This is an optimization exercise on Yosys and OpenROAD, whose aim is small area, a short achievable clock period and few clock cycles per item, not a production implementation. Function was not checked in any run shown here: the RTL went through the layout flow alone.

==> flow/design.v (outline; a module is shown in full before it is edited, if it fits) <==
// module dct8_stream: 2325 lines
// module dct_fa: 10 lines
// module dct_ha: 9 lines
// module dct_cpa: 12 lines
// module dct_addsub: 14 lines
module dct8_stream #(
    parameter int IN_W        = 8,
    parameter int OUT_W       = 14,
    parameter int LEVEL_SHIFT = 0
) (
    input  logic                    clk,
    input  logic                    rst,
    input  logic                    en,
    input  logic                    in_valid,
    output logic                    in_ready,
    input  logic [IN_W-1:0]         x0,
    input  logic [IN_W-1:0]         x1,
    input  logic [IN_W-1:0]         x2,
    input  logic [IN_W-1:0]         x3,
    input  logic [IN_W-1:0]         x4,
    input  logic [IN_W-1:0]         x5,
    input  logic [IN_W-1:0]         x6,
    input  logic [IN_W-1:0]         x7,
    output logic                    out_valid,
    input  logic                    out_ready,
    output logic signed [OUT_W-1:0] y0,
    output logic signed [OUT_W-1:0] y1,
    output logic signed [OUT_W-1:0] y2,
    output logic signed [OUT_W-1:0] y3,
    output logic signed [OUT_W-1:0] y4,
    output logic signed [OUT_W-1:0] y5,
    output logic signed [OUT_W-1:0] y6,
    output logic signed [OUT_W-1:0] y7
);
  // ...
==> flow/flow/run.sh <==
#!/bin/bash
# Standard ORFS layout, with repair_timing aiming below the clock period.
set -euo pipefail
bash standard.sh SETUP_SLACK_MARGIN=${MARGIN:-7} finish > standard_flow.log 2>&1
==> flow/standard.sh <==
#!/bin/bash
# synth_recipe.tcl (not shown) runs the flow's synth.tcl, then flattens the netlist and writes it again
# the make line also repeats each setting of config.mk as NAME=value (left out here)
make -C /OpenROAD-flow-scripts/flow DESIGN_CONFIG=/design/flow/config.mk WORK_HOME=/design/flow/orfs CLKGATE_MAP_FILE= SYNTH_SCRIPT=/design/flow/synth_recipe.tcl "${@:-finish}"
==> flow/config.mk <==
export PLATFORM = sky130hd
export DESIGN_NAME = dct8_stream
export DESIGN_NICKNAME = dct8_stream
export VERILOG_FILES = /design/flow/design.v
export SDC_FILE = /design/flow/constraint.sdc
export NUM_CORES = 4
export LEC_CHECK = 0
export CAP_MARGIN = 20
export CORE_MARGIN = 2
export CORE_UTILIZATION = 50
export SLEW_MARGIN = 20
export SYNTH_HIERARCHICAL = 1
==> flow/constraint.sdc <==
create_clock -name core_clock -period 12.0 [get_ports {clk}]
set_input_delay 2.4000 -clock core_clock [delete_from_list [all_inputs] [get_ports {clk}]]
set_output_delay 2.4000 -clock core_clock [all_outputs]
set_load 0.01 [all_outputs]
==> impl_metrics.yaml, run 1 <==
synthesis:
  synth_area_per_cell_um2: 11.23
  synth.mux.area_fraction: 0.02405
  synthTopCellsByArea: "fa_1 37%, ha_1 14%, edfxtp_1 14%, inv_1 6.1%, dfxtp_1 4.0%"
  synth-async-reset-ratio: 0
  synth_ff_type: "edfxtp_1"
  syn_area_mm2: 0.03329
die:
  start_util: 0.5055
  dieArea_mm2: 0.06867
  placementRows: 94
  die_h_um: 262.0
  die_w_um: 262.0
timing:
  setup_viol: 0
  relSlewSlack: 0.2909
  fin_crit_ps: 5745
placed_design:
  place.gp.congestion: 0.8760
  dp.cells: 4023
drt:
  postRouteAntennaNets: 0
  num_vias: 23940
  wl_met1_mm: 42.65
cells_and_area:
  multi_input_cells: 2172
  multi_input_area_share: 0.6562
  final_util: 0.6382
clock_network:
  cts_resized: 278
run:
  drv_cap: 0
worst_hold_path:
  hold_path_end: "sk[6][3]"
run_status:
  status: "no timing/DRC/antenna violations"
==> run 2, diff against run 1 <==
--- a/flow/design.v
+++ b/flow/design.v
@@ -82,17 +82,17 @@
             a2_r <= a_n[2];
             a3_r <= a_n[3];
             b0_r <= b_n[0];
             b1_r <= b_n[1];
             b2_r <= b_n[2];
             b3_r <= b_n[3];
         end
     end
-    logic [9:0] yn [8];
+    logic [9:0] yv [8];
     logic [9:0] p03, p12, d0, d1;
     logic [10:0] s_e, e_e;
     logic s1;
     logic c2;
     logic s3;
     logic c4;
     logic s5;
     logic c6;
@@ -149,18 +149,18 @@
     logic s57;
     logic c58;
     logic s59;
     logic c60;
     logic s61;
     logic c62;
     logic s63;
     logic c64;
-    logic [18:0] t0_a, t0_b, t0;
-    logic [18:9] t0_y;
+    logic t0_cn, t0_cr;
+    logic [9:0] t0_un, t0_ur;
     logic s65;
     logic c66;
     logic s67;
     logic c68;
     logic s69;
     logic c70;
     logic s71;
     logic c72;
@@ -229,18 +229,18 @@
     logic s135;
     logic c136;
     logic s137;
     logic c138;
     logic s139;
     logic c140;
     logic s141;
     logic c142;
-    logic [18:0] t4_a, t4_b, t4;
-    logic [18:9] t4_y;
+    logic t4_cn, t4_cr;
+    logic [9:0] t4_un, t4_ur;
     logic s143;
     logic c144;
     logic s145;
     logic c146;
     logic s147;
     logic c148;
     logic s149;
     logic c150;
@@ -335,18 +335,18 @@
     logic s239;
     logic c240;
     logic s241;
     logic c242;
     logic s243;
     logic c244;
     logic s245;
     logic c246;
-    logic [19:0] t2_a, t2_b, t2;
-    logic [19:10] t2_y;
+    logic t2_cn, t2_cr;
+    logic [9:0] t2_un, t2_ur;
     logic s247;
     logic c248;
     logic s249;
     logic c250;
     logic s251;
     logic c252;
     logic s253;
     logic c254;
@@ -439,18 +439,18 @@
     logic s341;
     logic c342;
     logic s343;
     logic c344;
     logic s345;
     logic c346;
     logic s347;
     logic c348;
-    logic [19:0] t6_a, t6_b, t6;
-    logic [19:10] t6_y;
+    logic t6_cn, t6_cr;
+    logic [9:0] t6_un, t6_ur;
     logic s349;
     logic c350;
     logic s351;
     logic c352;
     logic s353;
     logic c354;
     logic s355;
     logic c356;
@@ -699,18 +699,18 @@
     logic s599;
     logic c600;
     logic s601;
     logic c602;
     logic s603;
     logic c604;
     logic s605;
     logic c606;
-    logic [21:0] t1_a, t1_b, t1;
-    logic [21:12] t1_y;
+    logic t1_cn, t1_cr;
+    logic [9:0] t1_un, t1_ur;
     logic s607;
     logic c608;
     logic s609;
     logic c610;
     logic s611;
     logic c612;
     logic s613;
     logic c614;
@@ -967,18 +967,18 @@
     logic s865;
     logic c866;
     logic s867;
     logic c868;
     logic s869;
     logic c870;
     logic s871;
     logic c872;
-    logic [21:0] t3_a, t3_b, t3;
-    logic [21:12] t3_y;
+    logic t3_cn, t3_cr;
+    logic [9:0] t3_un, t3_ur;
     logic s873;
     logic c874;
     logic s875;
     logic c876;
     logic s877;
     logic c878;
     logic s879;
     logic c880;
@@ -1243,18 +1243,18 @@
     logic s1139;
     logic c1140;
     logic s1141;
     logic c1142;
     logic s1143;
     logic c1144;
     logic s1145;
     logic c1146;
-    logic [21:0] t5_a, t5_b, t5;
-    logic [21:12] t5_y;
+    logic t5_cn, t5_cr;
+    logic [9:0] t5_un, t5_ur;
     logic s1147;
     logic c1148;
     logic s1149;
     logic c1150;
     logic s1151;
     logic c1152;
     logic s1153;
     logic c1154;
@@ -1511,18 +1511,18 @@
     logic s1405;
     logic c1406;
     logic s1407;
     logic c1408;
     logic s1409;
     logic c1410;
     logic s1411;
     logic c1412;
-    logic [21:0] t7_a, t7_b, t7;
-    logic [21:12] t7_y;
+    logic t7_cn, t7_cr;
+    logic [9:0] t7_un, t7_ur;
     dct_addsub #(.W(9), .SUB(0)) up03 (.a(a0_r), .b(a3_r), .y(p03));
     dct_addsub #(.W(9), .SUB(0)) up12 (.a(a1_r), .b(a2_r), .y(p12));
     dct_addsub #(.W(9), .SUB(1)) ud0 (.a(a0_r), .b(a3_r), .y(d0));
     dct_addsub #(.W(9), .SUB(1)) ud1 (.a(a1_r), .b(a2_r), .y(d1));
     dct_addsub #(.W(10), .SUB(0)) us (.a(p03), .b(p12), .y(s_e));
     dct_addsub #(.W(10), .SUB(1)) ue (.a(p03), .b(p12), .y(e_e));
     dct_ha us1 (.a(s_e[7]), .b(s_e[5]), .s(s1), .co(c2));
     dct_fa us3 (.a(s_e[4]), .b(s_e[2]), .c(s_e[8]), .s(s3), .co(c4));
@@ -1556,19 +1556,18 @@
     dct_fa us51 (.a(~s13), .b(c28), .c(s29), .s(s51), .co(c52));
     dct_fa us53 (.a(c14), .b(s31), .c(~c30), .s(s53), .co(c54));
     dct_fa us55 (.a(~c16), .b(s33), .c(c32), .s(s55), .co(c56));
     dct_fa us57 (.a(s_e[6]), .b(s35), .c(~c34), .s(s57), .co(c58));
     dct_fa us59 (.a(s_e[7]), .b(s_e[9]), .c(~c36), .s(s59), .co(c60));
     dct_fa us61 (.a(s_e[8]), .b(~s_e[9]), .c(s_e[10]), .s(s61), .co(c62));
     assign s63 = s_e[9] ^ s_e[10];
     assign c64 = s_e[9] & ~s_e[10];
-    assign t0_a = {~s_e[10], ~s63, s61, s59, s57, ~s55, ~s53, s51, s49, s47, ~s45, ~s43, s41, s39, s_e[2], s_e[3], s_e[2], s_e[1], s_e[0]};
-    assign t0_b = {c64, c62, c60, c58, ~c56, ~c54, c52, c50, c48, ~c46, ~c44, c42, c40, ~c38, s37, s_e[1], s_e[0], 1'b0, 1'b0};
-    dct_cpa #(.W(19), .LO(9)) ut0 (.a(t0_a), .b(t0_b), .y(t0_y));
+    dct_carry #(.W(9)) ut0c (.a({~s45, ~s43, s41, s39, s_e[2], s_e[3], s_e[2], s_e[1], s_e[0]}), .b({~c44, c42, c40, ~c38, s37, s_e[1], s_e[0], 1'b0, 1'b0}), .co(t0_cn));
+    dct_sum #(.W(10)) ut0u (.a({~s_e[10], ~s63, s61, s59, s57, ~s55, ~s53, s51, s49, s47}), .b({c64, c62, c60, c58, ~c56, ~c54, c52, c50, c48, ~c46}), .y(t0_un));
     dct_ha us65 (.a(e_e[7]), .b(e_e[5]), .s(s65), .co(c66));
     dct_fa us67 (.a(e_e[4]), .b(e_e[2]), .c(e_e[8]), .s(s67), .co(c68));
     dct_fa us69 (.a(e_e[9]), .b(e_e[7]), .c(e_e[1]), .s(s69), .co(c70));
     assign s71 = e_e[5] ^ e_e[3];
     assign c72 = e_e[5] | e_e[3];
     dct_fa us73 (.a(e_e[8]), .b(e_e[2]), .c(e_e[10]), .s(s73), .co(c74));
     assign s75 = e_e[6] ^ e_e[4];
     assign c76 = e_e[6] | e_e[4];
@@ -1604,19 +1603,18 @@
     dct_fa us131 (.a(~c82), .b(s105), .c(c104), .s(s131), .co(c132));
     dct_fa us133 (.a(s87), .b(c106), .c(~s107), .s(s133), .co(c134));
     dct_fa us135 (.a(c88), .b(s109), .c(~c108), .s(s135), .co(c136));
     dct_fa us137 (.a(~e_e[9]), .b(c110), .c(s111), .s(s137), .co(c138));
     assign s139 = e_e[9] ^ c112;
     assign c140 = ~e_e[9] & c112;
     assign s141 = e_e[10] ^ e_e[9];
     assign c142 = ~e_e[10] & e_e[9];
-    assign t4_a = {~s141, ~s139, s137, s135, s133, s131, ~s129, ~s127, s125, s123, ~s121, ~s119, s117, s115, e_e[2], e_e[3], e_e[2], e_e[1], e_e[0]};
-    assign t4_b = {c140, c138, c136, c134, c132, ~c130, ~c128, c126, c124, ~c122, ~c120, c118, c116, ~c114, s113, e_e[1], e_e[0], 1'b0, 1'b0};
-    dct_cpa #(.W(19), .LO(9)) ut4 (.a(t4_a), .b(t4_b), .y(t4_y));
+    dct_carry #(.W(9)) ut4c (.a({~s121, ~s119, s117, s115, e_e[2], e_e[3], e_e[2], e_e[1], e_e[0]}), .b({~c120, c118, c116, ~c114, s113, e_e[1], e_e[0], 1'b0, 1'b0}), .co(t4_cn));
+    dct_sum #(.W(10)) ut4u (.a({~s141, ~s139, s137, s135, s133, s131, ~s129, ~s127, s125, s123}), .b({c140, c138, c136, c134, c132, ~c130, ~c128, c126, c124, ~c122}), .y(t4_un));
     dct_ha us143 (.a(d0[0]), .b(d1[7]), .s(s143), .co(c144));
     dct_ha us145 (.a(d0[1]), .b(d1[8]), .s(s145), .co(c146));
     dct_ha us147 (.a(d0[2]), .b(d1[3]), .s(s147), .co(c148));
     dct_ha us149 (.a(d0[9]), .b(d0[3]), .s(s149), .co(c150));
     dct_fa us151 (.a(d0[3]), .b(d0[1]), .c(d1[0]), .s(s151), .co(c152));
     dct_fa us153 (.a(d0[7]), .b(d1[5]), .c(d0[6]), .s(s153), .co(c154));
     assign s155 = d0[4] ^ d0[2];
     assign c156 = d0[4] | d0[2];
@@ -1665,19 +1663,18 @@
     dct_fa us233 (.a(~s175), .b(c202), .c(s203), .s(s233), .co(c234));
     dct_fa us235 (.a(~c176), .b(s205), .c(c204), .s(s235), .co(c236));
     dct_fa us237 (.a(c180), .b(s207), .c(~c206), .s(s237), .co(c238));
     dct_fa us239 (.a(c182), .b(s209), .c(c208), .s(s239), .co(c240));
     dct_fa us241 (.a(c186), .b(~s211), .c(c210), .s(s241), .co(c242));
     dct_fa us243 (.a(~d1[9]), .b(c212), .c(s213), .s(s243), .co(c244));
     assign s245 = d0[9] ^ c214;
     assign c246 = ~d0[9] & c214;
-    assign t2_a = {1'b1, ~s245, s243, s241, s239, s237, ~s235, ~s233, ~s231, ~s229, s227, ~s225, s223, ~s221, s219, s217, d1[1], d0[2], d0[1], d0[0]};
-    assign t2_b = {c246, c244, c242, c240, c238, ~c236, ~c234, ~c232, ~c230, c228, ~c226, c224, ~c222, c220, c218, ~c216, s215, d1[0], 1'b0, 1'b0};
-    dct_cpa #(.W(20), .LO(10)) ut2 (.a(t2_a), .b(t2_b), .y(t2_y));
+    dct_carry #(.W(10)) ut2c (.a({s227, ~s225, s223, ~s221, s219, s217, d1[1], d0[2], d0[1], d0[0]}), .b({~c226, c224, ~c222, c220, c218, ~c216, s215, d1[0], 1'b0, 1'b0}), .co(t2_cn));
+    dct_sum #(.W(10)) ut2u (.a({1'b1, ~s245, s243, s241, s239, s237, ~s235, ~s233, ~s231, ~s229}), .b({c246, c244, c242, c240, c238, ~c236, ~c234, ~c232, ~c230, c228}), .y(t2_un));
     dct_ha us247 (.a(d0[1]), .b(d1[9]), .s(s247), .co(c248));
     dct_fa us249 (.a(d0[8]), .b(d0[2]), .c(d1[7]), .s(s249), .co(c250));
     dct_ha us251 (.a(d0[3]), .b(d1[8]), .s(s251), .co(c252));
     dct_ha us253 (.a(d0[4]), .b(d1[7]), .s(s253), .co(c254));
     dct_ha us255 (.a(d1[3]), .b(d1[1]), .s(s255), .co(c256));
     dct_fa us257 (.a(d0[5]), .b(d1[4]), .c(d1[2]), .s(s257), .co(c258));
     assign s259 = d0[1] ^ d1[7];
     assign c260 = d0[1] | d1[7];
@@ -1725,19 +1722,18 @@
     dct_fa us335 (.a(~c276), .b(s305), .c(c304), .s(s335), .co(c336));
     dct_fa us337 (.a(~c280), .b(s307), .c(c306), .s(s337), .co(c338));
     dct_fa us339 (.a(~c284), .b(s309), .c(c308), .s(s339), .co(c340));
     dct_fa us341 (.a(c286), .b(~s311), .c(c310), .s(s341), .co(c342));
     dct_fa us343 (.a(c290), .b(s313), .c(c312), .s(s343), .co(c344));
     dct_fa us345 (.a(d0[8]), .b(~c314), .c(s315), .s(s345), .co(c346));
     assign s347 = d1[9] ^ c316;
     assign c348 = d1[9] & ~c316;
-    assign t6_a = {1'b1, ~s347, s345, s343, ~s341, ~s339, ~s337, ~s335, ~s333, ~s331, s329, s327, s325, s323, s321, s319, ~d1[3], d0[0], ~d1[1], d1[0]};
-    assign t6_b = {c348, c346, c344, ~c342, ~c340, ~c338, ~c336, ~c334, ~c332, c330, c328, c326, c324, c322, c320, c318, s317, ~d1[2], ~d1[0], 1'b0};
-    dct_cpa #(.W(20), .LO(10)) ut6 (.a(t6_a), .b(t6_b), .y(t6_y));
+    dct_carry #(.W(10)) ut6c (.a({s329, s327, s325, s323, s321, s319, ~d1[3], d0[0], ~d1[1], d1[0]}), .b({c328, c326, c324, c322, c320, c318, s317, ~d1[2], ~d1[0], 1'b0}), .co(t6_cn));
+    dct_sum #(.W(10)) ut6u (.a({1'b1, ~s347, s345, s343, ~s341, ~s339, ~s337, ~s335, ~s333, ~s331}), .b({c348, c346, c344, ~c342, ~c340, ~c338, ~c336, ~c334, ~c332, c330}), .y(t6_un));
     dct_fa us349 (.a(b0_r[8]), .b(b0_r[0]), .c(b1_r[6]), .s(s349), .co(c350));
     dct_ha us351 (.a(b1_r[2]), .b(b1_r[0]), .s(s351), .co(c352));
     dct_fa us353 (.a(b0_r[6]), .b(b1_r[3]), .c(b1_r[1]), .s(s353), .co(c354));
     dct_fa us355 (.a(b1_r[4]), .b(b1_r[2]), .c(b1_r[0]), .s(s355), .co(c356));
     dct_fa us357 (.a(b2_r[6]), .b(b2_r[0]), .c(b3_r[3]), .s(s357), .co(c358));
     dct_fa us359 (.a(b1_r[8]), .b(b1_r[5]), .c(b1_r[3]), .s(s359), .co(c360));
     dct_fa us361 (.a(b1_r[1]), .b(b2_r[7]), .c(b2_r[1]), .s(s361), .co(c362));
     dct_fa us363 (.a(b0_r[8]), .b(b0_r[5]), .c(b0_r[3]), .s(s363), .co(c364));
@@ -1860,19 +1856,18 @@
     dct_fa us591 (.a(~s507), .b(c552), .c(s553), .s(s591), .co(c592));
     dct_fa us593 (.a(~s511), .b(c554), .c(s555), .s(s593), .co(c594));
     dct_fa us595 (.a(~c512), .b(s557), .c(c556), .s(s595), .co(c596));
     dct_fa us597 (.a(c516), .b(s559), .c(c558), .s(s597), .co(c598));
     dct_fa us599 (.a(c520), .b(s561), .c(c560), .s(s599), .co(c600));
     dct_fa us601 (.a(c524), .b(s563), .c(c562), .s(s601), .co(c602));
     dct_fa us603 (.a(~c528), .b(s565), .c(c564), .s(s603), .co(c604));
     dct_fa us605 (.a(c530), .b(~s567), .c(c566), .s(s605), .co(c606));
-    assign t1_a = {1'b1, ~c568, s605, s603, s601, s599, s597, s595, s593, s591, ~s589, ~s587, ~s585, ~s583, s581, ~s579, s577, ~s575, s573, s571, s531, ~b1_r[0]};
-    assign t1_b = {1'b0, c606, c604, c602, c600, c598, c596, c594, c592, ~c590, ~c588, ~c586, ~c584, c582, ~c580, c578, ~c576, c574, c572, c570, ~s569, ~b0_r[0]};
-    dct_cpa #(.W(22), .LO(12)) ut1 (.a(t1_a), .b(t1_b), .y(t1_y));
+    dct_carry #(.W(12)) ut1c (.a({~s589, ~s587, ~s585, ~s583, s581, ~s579, s577, ~s575, s573, s571, s531, ~b1_r[0]}), .b({~c588, ~c586, ~c584, c582, ~c580, c578, ~c576, c574, c572, c570, ~s569, ~b0_r[0]}), .co(t1_cn));
+    dct_sum #(.W(10)) ut1u (.a({1'b1, ~c568, s605, s603, s601, s599, s597, s595, s593, s591}), .b({1'b0, c606, c604, c602, c600, c598, c596, c594, c592, ~c590}), .y(t1_un));
     dct_fa us607 (.a(b0_r[6]), .b(b0_r[4]), .c(b0_r[0]), .s(s607), .co(c608));
     dct_ha us609 (.a(b0_r[2]), .b(b0_r[0]), .s(s609), .co(c610));
     dct_ha us611 (.a(b0_r[3]), .b(b0_r[1]), .s(s611), .co(c612));
     dct_fa us613 (.a(b0_r[4]), .b(b0_r[2]), .c(b0_r[0]), .s(s613), .co(c614));
     dct_fa us615 (.a(b1_r[0]), .b(b2_r[4]), .c(b2_r[2]), .s(s615), .co(c616));
     dct_fa us617 (.a(b0_r[8]), .b(b0_r[5]), .c(b0_r[3]), .s(s617), .co(c618));
     dct_fa us619 (.a(b0_r[1]), .b(b1_r[1]), .c(b2_r[8]), .s(s619), .co(c620));
     dct_fa us621 (.a(b2_r[5]), .b(b2_r[3]), .c(b3_r[4]), .s(s621), .co(c622));
@@ -2003,19 +1998,18 @@
     dct_fa us857 (.a(~s775), .b(c818), .c(s819), .s(s857), .co(c858));
     dct_fa us859 (.a(s779), .b(~s821), .c(c820), .s(s859), .co(c860));
     dct_fa us861 (.a(~c780), .b(c822), .c(s823), .s(s861), .co(c862));
     dct_fa us863 (.a(~c784), .b(s825), .c(c824), .s(s863), .co(c864));
     dct_fa us865 (.a(~c788), .b(s827), .c(c826), .s(s865), .co(c866));
     dct_fa us867 (.a(~c792), .b(s829), .c(c828), .s(s867), .co(c868));
     dct_fa us869 (.a(b0_r[8]), .b(~s831), .c(c830), .s(s869), .co(c870));
     dct_ha us871 (.a(c798), .b(c832), .s(s871), .co(c872));
-    assign t3_a = {1'b1, s871, ~s869, ~s867, ~s865, ~s863, ~s861, s859, s857, s855, s853, s851, s849, ~s847, s845, ~s843, s841, s839, ~s837, ~s835, ~b3_r[0], ~b0_r[0]};
-    assign t3_b = {c872, ~c870, ~c868, ~c866, ~c864, ~c862, c860, c858, c856, c854, c852, c850, ~c848, c846, ~c844, c842, c840, ~c838, ~c836, ~c834, s833, ~b2_r[0]};
-    dct_cpa #(.W(22), .LO(12)) ut3 (.a(t3_a), .b(t3_b), .y(t3_y));
+    dct_carry #(.W(12)) ut3c (.a({s853, s851, s849, ~s847, s845, ~s843, s841, s839, ~s837, ~s835, ~b3_r[0], ~b0_r[0]}), .b({c852, c850, ~c848, c846, ~c844, c842, c840, ~c838, ~c836, ~c834, s833, ~b2_r[0]}), .co(t3_cn));
+    dct_sum #(.W(10)) ut3u (.a({1'b1, s871, ~s869, ~s867, ~s865, ~s863, ~s861, s859, s857, s855}), .b({c872, ~c870, ~c868, ~c866, ~c864, ~c862, c860, c858, c856, c854}), .y(t3_un));
     dct_fa us873 (.a(b0_r[4]), .b(b0_r[1]), .c(b1_r[6]), .s(s873), .co(c874));
     dct_ha us875 (.a(b0_r[5]), .b(b0_r[2]), .s(s875), .co(c876));
     dct_ha us877 (.a(b0_r[4]), .b(b1_r[2]), .s(s877), .co(c878));
     dct_ha us879 (.a(b0_r[5]), .b(b1_r[3]), .s(s879), .co(c880));
     dct_fa us881 (.a(b0_r[0]), .b(b1_r[4]), .c(b1_r[2]), .s(s881), .co(c882));
     dct_fa us883 (.a(b2_r[3]), .b(b3_r[4]), .c(b3_r[2]), .s(s883), .co(c884));
     dct_fa us885 (.a(b0_r[7]), .b(b0_r[1]), .c(b1_r[8]), .s(s885), .co(c886));
     dct_fa us887 (.a(b1_r[5]), .b(b1_r[3]), .c(b2_r[4]), .s(s887), .co(c888));
@@ -2151,19 +2145,18 @@
     dct_fa us1133 (.a(~s1051), .b(s1095), .c(c1094), .s(s1133), .co(c1134));
     dct_fa us1135 (.a(~c1052), .b(s1097), .c(c1096), .s(s1135), .co(c1136));
     dct_fa us1137 (.a(c1056), .b(s1099), .c(c1098), .s(s1137), .co(c1138));
     dct_fa us1139 (.a(c1060), .b(s1101), .c(c1100), .s(s1139), .co(c1140));
     dct_fa us1141 (.a(c1064), .b(~s1103), .c(c1102), .s(s1141), .co(c1142));
     dct_fa us1143 (.a(c1068), .b(s1105), .c(~c1104), .s(s1143), .co(c1144));
     assign s1145 = c1070 ^ c1106;
     assign c1146 = ~c1070 & c1106;
-    assign t5_a = {1'b1, ~s1145, s1143, s1141, s1139, s1137, s1135, s1133, s1131, s1129, s1127, s1125, ~s1123, s1121, s1119, s1117, s1115, ~s1113, s1111, ~s1109, ~b0_r[0], ~b1_r[0]};
-    assign t5_b = {c1146, c1144, c1142, c1140, c1138, c1136, c1134, c1132, c1130, c1128, c1126, ~c1124, c1122, c1120, c1118, c1116, ~c1114, c1112, ~c1110, ~c1108, s1107, ~b3_r[0]};
-    dct_cpa #(.W(22), .LO(12)) ut5 (.a(t5_a), .b(t5_b), .y(t5_y));
+    dct_carry #(.W(12)) ut5c (.a({s1127, s1125, ~s1123, s1121, s1119, s1117, s1115, ~s1113, s1111, ~s1109, ~b0_r[0], ~b1_r[0]}), .b({c1126, ~c1124, c1122, c1120, c1118, c1116, ~c1114, c1112, ~c1110, ~c1108, s1107, ~b3_r[0]}), .co(t5_cn));
+    dct_sum #(.W(10)) ut5u (.a({1'b1, ~s1145, s1143, s1141, s1139, s1137, s1135, s1133, s1131, s1129}), .b({c1146, c1144, c1142, c1140, c1138, c1136, c1134, c1132, c1130, c1128}), .y(t5_un));
     dct_ha us1147 (.a(b0_r[7]), .b(b0_r[2]), .s(s1147), .co(c1148));
     dct_fa us1149 (.a(b0_r[3]), .b(b1_r[3]), .c(b2_r[4]), .s(s1149), .co(c1150));
     dct_ha us1151 (.a(b2_r[2]), .b(b2_r[0]), .s(s1151), .co(c1152));
     dct_fa us1153 (.a(b1_r[4]), .b(b2_r[8]), .c(b2_r[5]), .s(s1153), .co(c1154));
     dct_fa us1155 (.a(b2_r[3]), .b(b2_r[1]), .c(b3_r[8]), .s(s1155), .co(c1156));
     dct_ha us1157 (.a(b3_r[5]), .b(b3_r[3]), .s(s1157), .co(c1158));
     dct_fa us1159 (.a(b0_r[0]), .b(b1_r[8]), .c(b1_r[5]), .s(s1159), .co(c1160));
     dct_fa us1161 (.a(b2_r[6]), .b(b2_r[4]), .c(b2_r[2]), .s(s1161), .co(c1162));
@@ -2293,40 +2286,54 @@
     dct_fa us1399 (.a(~s1317), .b(s1361), .c(c1360), .s(s1399), .co(c1400));
     dct_fa us1401 (.a(c1320), .b(c1362), .c(~s1363), .s(s1401), .co(c1402));
     dct_fa us1403 (.a(c1324), .b(s1365), .c(~c1364), .s(s1403), .co(c1404));
     dct_fa us1405 (.a(c1328), .b(s1367), .c(c1366), .s(s1405), .co(c1406));
     dct_fa us1407 (.a(c1332), .b(~s1369), .c(c1368), .s(s1407), .co(c1408));
     dct_fa us1409 (.a(~c1336), .b(s1371), .c(c1370), .s(s1409), .co(c1410));
     assign s1411 = c1338 ^ c1372;
     assign c1412 = c1338 & ~c1372;
-    assign t7_a = {1'b1, ~s1411, ~s1409, s1407, s1405, s1403, s1401, s1399, s1397, s1395, s1393, ~s1391, ~s1389, s1387, s1385, s1383, s1381, s1379, ~s1377, ~s1375, ~b3_r[1], ~b2_r[0]};
-    assign t7_b = {c1412, ~c1410, c1408, c1406, c1404, c1402, c1400, c1398, c1396, c1394, ~c1392, ~c1390, c1388, c1386, c1384, c1382, c1380, ~c1378, ~c1376, ~c1374, s1373, ~b3_r[0]};
-    dct_cpa #(.W(22), .LO(12)) ut7 (.a(t7_a), .b(t7_b), .y(t7_y));
-    assign yn[0] = t0_y;
-    assign yn[1] = t1_y;
-    assign yn[2] = t2_y;
-    assign yn[3] = t3_y;
-    assign yn[4] = t4_y;
-    assign yn[5] = t5_y;
-    assign yn[6] = t6_y;
-    assign yn[7] = t7_y;
-    logic [9:0] yr [8];
+    dct_carry #(.W(12)) ut7c (.a({s1393, ~s1391, ~s1389, s1387, s1385, s1383, s1381, s1379, ~s1377, ~s1375, ~b3_r[1], ~b2_r[0]}), .b({~c1392, ~c1390, c1388, c1386, c1384, c1382, c1380, ~c1378, ~c1376, ~c1374, s1373, ~b3_r[0]}), .co(t7_cn));
+    dct_sum #(.W(10)) ut7u (.a({1'b1, ~s1411, ~s1409, s1407, s1405, s1403, s1401, s1399, s1397, s1395}), .b({c1412, ~c1410, c1408, c1406, c1404, c1402, c1400, c1398, c1396, c1394}), .y(t7_un));
     always_ff @(posedge clk) begin
-        if (en & r3)
-            for (int i = 0; i < 8; i++) yr[i] <= yn[i];
+        if (en & r3) begin
+            t0_ur <= t0_un;
+            t0_cr <= t0_cn;
+            t4_ur <= t4_un;
+            t4_cr <= t4_cn;
+            t2_ur <= t2_un;
+            t2_cr <= t2_cn;
+            t6_ur <= t6_un;
+            t6_cr <= t6_cn;
+            t1_ur <= t1_un;
+            t1_cr <= t1_cn;
+            t3_ur <= t3_un;
+            t3_cr <= t3_cn;
+            t5_ur <= t5_un;
+            t5_cr <= t5_cn;
+            t7_ur <= t7_un;
+            t7_cr <= t7_cn;
+        end
     end
-    assign y0 = {4'd0, yr[0]};
-    assign y1 = {{4{yr[1][9]}}, yr[1]};
-    assign y2 = {{4{yr[2][9]}}, yr[2]};
-    assign y3 = {{4{yr[3][9]}}, yr[3]};
-    assign y4 = {{4{yr[4][9]}}, yr[4]};
-    assign y5 = {{4{yr[5][9]}}, yr[5]};
-    assign y6 = {{4{yr[6][9]}}, yr[6]};
-    assign y7 = {{4{yr[7][9]}}, yr[7]};
+    dct_inc #(.W(10)) ut0o (.a(t0_ur), .ci(t0_cr), .y(yv[0]));
+    dct_inc #(.W(10)) ut1o (.a(t1_ur), .ci(t1_cr), .y(yv[1]));
+    dct_inc #(.W(10)) ut2o (.a(t2_ur), .ci(t2_cr), .y(yv[2]));
+    dct_inc #(.W(10)) ut3o (.a(t3_ur), .ci(t3_cr), .y(yv[3]));
+    dct_inc #(.W(10)) ut4o (.a(t4_ur), .ci(t4_cr), .y(yv[4]));
+    dct_inc #(.W(10)) ut5o (.a(t5_ur), .ci(t5_cr), .y(yv[5]));
+    dct_inc #(.W(10)) ut6o (.a(t6_ur), .ci(t6_cr), .y(yv[6]));
+    dct_inc #(.W(10)) ut7o (.a(t7_ur), .ci(t7_cr), .y(yv[7]));
+    assign y0 = {4'd0, yv[0]};
+    assign y1 = {{4{yv[1][9]}}, yv[1]};
+    assign y2 = {{4{yv[2][9]}}, yv[2]};
+    assign y3 = {{4{yv[3][9]}}, yv[3]};
+    assign y4 = {{4{yv[4][9]}}, yv[4]};
+    assign y5 = {{4{yv[5][9]}}, yv[5]};
+    assign y6 = {{4{yv[6][9]}}, yv[6]};
+    assign y7 = {{4{yv[7][9]}}, yv[7]};
 endmodule
 module dct_fa (
     input  logic a,
     input  logic b,
     input  logic c,
     output logic s,
     output logic co
 );
@@ -2363,8 +2370,37 @@
     output logic [W:0]   y
 );
     if (SUB != 0) begin : g_sub
         assign y = {1'b0, a} - {1'b0, b};
     end else begin : g_add
         assign y = {1'b0, a} + {1'b0, b};
     end
 endmodule
+module dct_carry #(
+    parameter int W = 12
+) (
+    input  logic [W-1:0] a,
+    input  logic [W-1:0] b,
+    output logic         co
+);
+    logic [W:0] t;
+    assign t  = {1'b0, a} + {1'b0, b};
+    assign co = t[W];
+endmodule
+module dct_sum #(
+    parameter int W = 10
+) (
+    input  logic [W-1:0] a,
+    input  logic [W-1:0] b,
+    output logic [W-1:0] y
+);
+    assign y = a + b;
+endmodule
+module dct_inc #(
+    parameter int W = 10
+) (
+    input  logic [W-1:0] a,
+    input  logic         ci,
+    output logic [W-1:0] y
+);
+    assign y = a + W'(ci);
+endmodule
==> run 2 against run 1 <==
  * Sequential cell count up 8
  * Count of clock-buffer cells in the layout up 8
  * Still clean on timing, DRC and antenna
  * Critical path type unchanged
==> impl_metrics.yaml, run 2 <==
run_status:
  status: "no timing/DRC/antenna violations"
setup_path:
  crit_required_ps: 12310
  crit_path_frequent_cell: "fa_2"
  critPathTopFamily: "adder cells"
  critPathMaxFanout: 4
  slowest_stage: "fa_1"
  crit_type: "flop to flop"
  crit_arrival_ps: 5970
  worst-path-buf-inv: 3
  max_stage_delay_ps: 530
  start_kind: "flop"
  end_kind: "flop"
  path_cells: "buf_4 -> inv_2 -> fa_2 -> nor2b_4 -> o21a_1 -> nor2_1 -> xnor2_1 -> ha_1 -> and2_4 -> o21a_1 -> a31o_4 -> o41ai_4 -> xnor2_2 -> fa_2 -> inv_2 -> fa_1 -> fa_2 -> ha_4 -> fa_2 -> a21oi_2 -> o211ai_1 -> o41ai_2 -> xnor2_1"
timing:
  rsz0062_at_grt: "true"
  setup_viol: 0
  relSlewSlack: 0.3187
  tightestPinTransition_ps: 1022
  finalHoldViolations: 0
  finalClockSkew_ps: 21.63
  slew_viol_final: 0
  fmax_ghz: 0.1767
  setup_tns_ps: 0
  fin_crit_ps: 5660
  min_period_over_period: 0.4716
drt:
  firstDrtPassIters: 4
  drc_errors: 0
  wirelength_mm: 82.52
  wl_per_cell_um: 20.07
  postRouteAntennaNets: 0
  drtIter0Drc: 1041
  num_vias: 22240
  avgViaCountPerCell: 5.408
die:
  dieArea_mm2: 0.06917
  placementRows: 94
  die_h_um: 263.0
  coreArea_mm2: 0.06610
  die_w_um: 263.0
  start_util: 0.5075
  num_io_pins: 183
synthesis:
  yosysTopAreaCell: "fa_1"
  synth-async-reset-ratio: 0
  yosysMostFrequentCell: "fa_1"
  synth_ff_type: "edfxtp_1"
  synth_area_per_cell_um2: 11.59
  syn_area_mm2: 0.03354
  synthCells: 2893
  synth_top_area_share: 0.3712
  ys_warn_count: 16
  ys_seq_elements: 227
  seq_area_frac_synth: 0.1832
  yosys-top-cells-count: "622 x fa_1, 537 x inv_1, 391 x ha_1, 160 x edfxtp_1, 112 x xnor2_1"
  synthTopCellsByArea: "fa_1 37%, ha_1 15%, edfxtp_1 14%, inv_1 6.0%, dfxtp_1 4.0%"
  synth.distinct_cells: 72
  synth_edf_count: 160
global_route:
  track_usage: 0.2459
  grt-ovfl-total: 0
  antenna_found_initial: 2
  grt_first_pass_wirelength_mm: 133.3
  grt_max_degree: 74
  grt_pass1_vias: 24680
cells_and_area:
  largest_register: "sk"
  fin_nets: 4306
  fillers: 5375
  fin_cells: 4112
  layout_common_cells: "599 x fa_1, 515 x inv_1, 352 x ha_1"
  largest_reg_flops: 64
  area_growth_pct: 18.48
  final_cell_area_mm2: 0.03974
  drive_gt1_frac: 0.1531
  mostFrequentLayoutCell: "fa_1"
clock_network:
  cts_buffer_depth: 3
  clock_sinks: 227
  root_buffer: "clkbuf_16"
  clk_latency_ps: 580
  cts_hold_buf: 0
  cts_max_level: 1
  numCtsBuffers: 29
  clk_pin_slew_ps: 60
  cts_tree: "done"
placed_design:
  place.gp.congestion: 0.8892
  hpwl_mm: 63.83
  placed_cell_area_mm2: 0.03687
  dp.cells: 3959
  port_buffers: 178
run:
  drv_cap: 0
worst_hold_path:
  hold_class: "flop to flop"
[run 2: cell count changes after synthesis, sizes merged, moves of 14 or more]
cell and change:
nand2 -23, nor2 -15, nor2b -15, or3 +19, nor3 +26, ha +16
and3 +26, a21oi -73, o21ai -45, a211oi -14, xnor2 +19, xor2 +33
nand3 +32
[run 2: stage by stage]
| stage | util | hold slack [ps] | setup slack (ps) |
|---|---|---|---|
| after floorplan | - | 464.9 | 6572 |
| after global placement | 0.5577 | 478.1 | 6043 |
| after detailed placement | 0.5578 | 482.0 | 6003 |
| after CTS | 0.5886 | 496.7 | 6275 |
| after global routing | 0.6012 | 521.5 | 6129 |
| final | 0.6012 | 493.3 | 6340 |
[run 2: logic make-up after synthesis]
logic type / count (synthesis) / synth area share
muxes: 68 / 0.02268
adders and majority gates: 1013 / 0.5171
and+or+nand+nor: 430 / 0.06957
buffers and inverters: 582 / 0.06972
AOI/OAI and AO/OA: 367 / 0.08423
DFF: 227 / 0.1832
xor gates and xnor gates: 204 / 0.05327
other: 2 / 0.0002239
[run 2: worst register-to-register path, stage by stage, from the launching register on]
cell,delay (ps)
edfxtp_1,360
buf_4,140
inv_2,40
fa_2,410
nor2b_4,140
o21a_1,120
nor2_1,40
xnor2_1,240
ha_1,330
and2_4,170
o21a_1,170
a31o_4,230
o41ai_4,250
xnor2_2,230
fa_2,280
inv_2,50
fa_1,530
fa_2,470
ha_4,180
fa_2,360
a21oi_2,170
o211ai_1,140
o41ai_2,250
xnor2_1,110
[run 2: cell type report]
cell class / instances / area (um2) / area share
Clock buffer: 47 / 980.9 / 0.02468
Inverter: 543 / 2046 / 0.05148
Antenna cell: 1 / 2.502 / 0.00006297
Clock inverter: 7 / 55.05 / 0.001385
Sequential cell: 227 / 6150 / 0.1547
Timing Repair Buffer: 323 / 3042 / 0.07654
Tap cell: 864 / 1081 / 0.02720
Multi-Input combinational cell: 2100 / 26380 / 0.6639
[run 2: modules after synthesis, one instance, submodules excluded, excerpt]
| module | area (um2) | times used | flops+latches |
|---|---|---|---|
| dct_fa | 20.02 | 600 | 0 |
| dct8_stream | 9363 | 1 | 227 |
| dct_ha | 12.51 | 59 | 0 |
[run 2: timing repair]
item	CTS	global route
setup buffers	55	43
pin swaps	79	88
gates cloned	0	0
gates resized for setup	94	107
setup endpoints to repair	59	75
[run 2: path summary, 6_finish.rpt]
check	slack, ps	startpoint	to	cells after the start
max	6340	a1_r[1]	t0_ur[8]	23
min	490	sk[6][7]	sk[6][7]	1
max reg2reg	6340	a1_r[1]	t0_ur[8]	23
min reg2reg	490	sk[6][7]	sk[6][7]	1
[run 2: layer usage]
layer  GRT usage  wire (um)  vias up  share of wire
li1            -          -    10240              -
met1      0.3101      33660    11460           0.41
met2      0.4560      44020      421           0.53
met3     0.02179       2965      115          0.036
met4     0.05776       1876        0          0.023
met5           0          0        -              0

[port drivers added, routing unchanged]
The results above use ideal ports. As a check the final layouts listed here were re-extracted and re-timed, cells and wires unchanged. Step 1 assumes that a clkbuf_16 drives the clock port and a buf_2 every other input. Step 2, shift: input delay + t, output delay - t, t = (earliest + latest rising clock arrival at the registers) / 2. This alone moves slack from input paths to output paths. Three values: ideal, step 1, step 2; two values: the first two.
run	shift t [ns]	setup WS [ns]	hold WS [ns]
run 1	0.675	6.255 / 6.255 / 6.255	0.503 / 0.503 / 0.503
run 2	0.635	6.340 / 6.340 / 6.340	0.493 / 0.493 / 0.493
After both steps setup and hold are still met in every run listed.
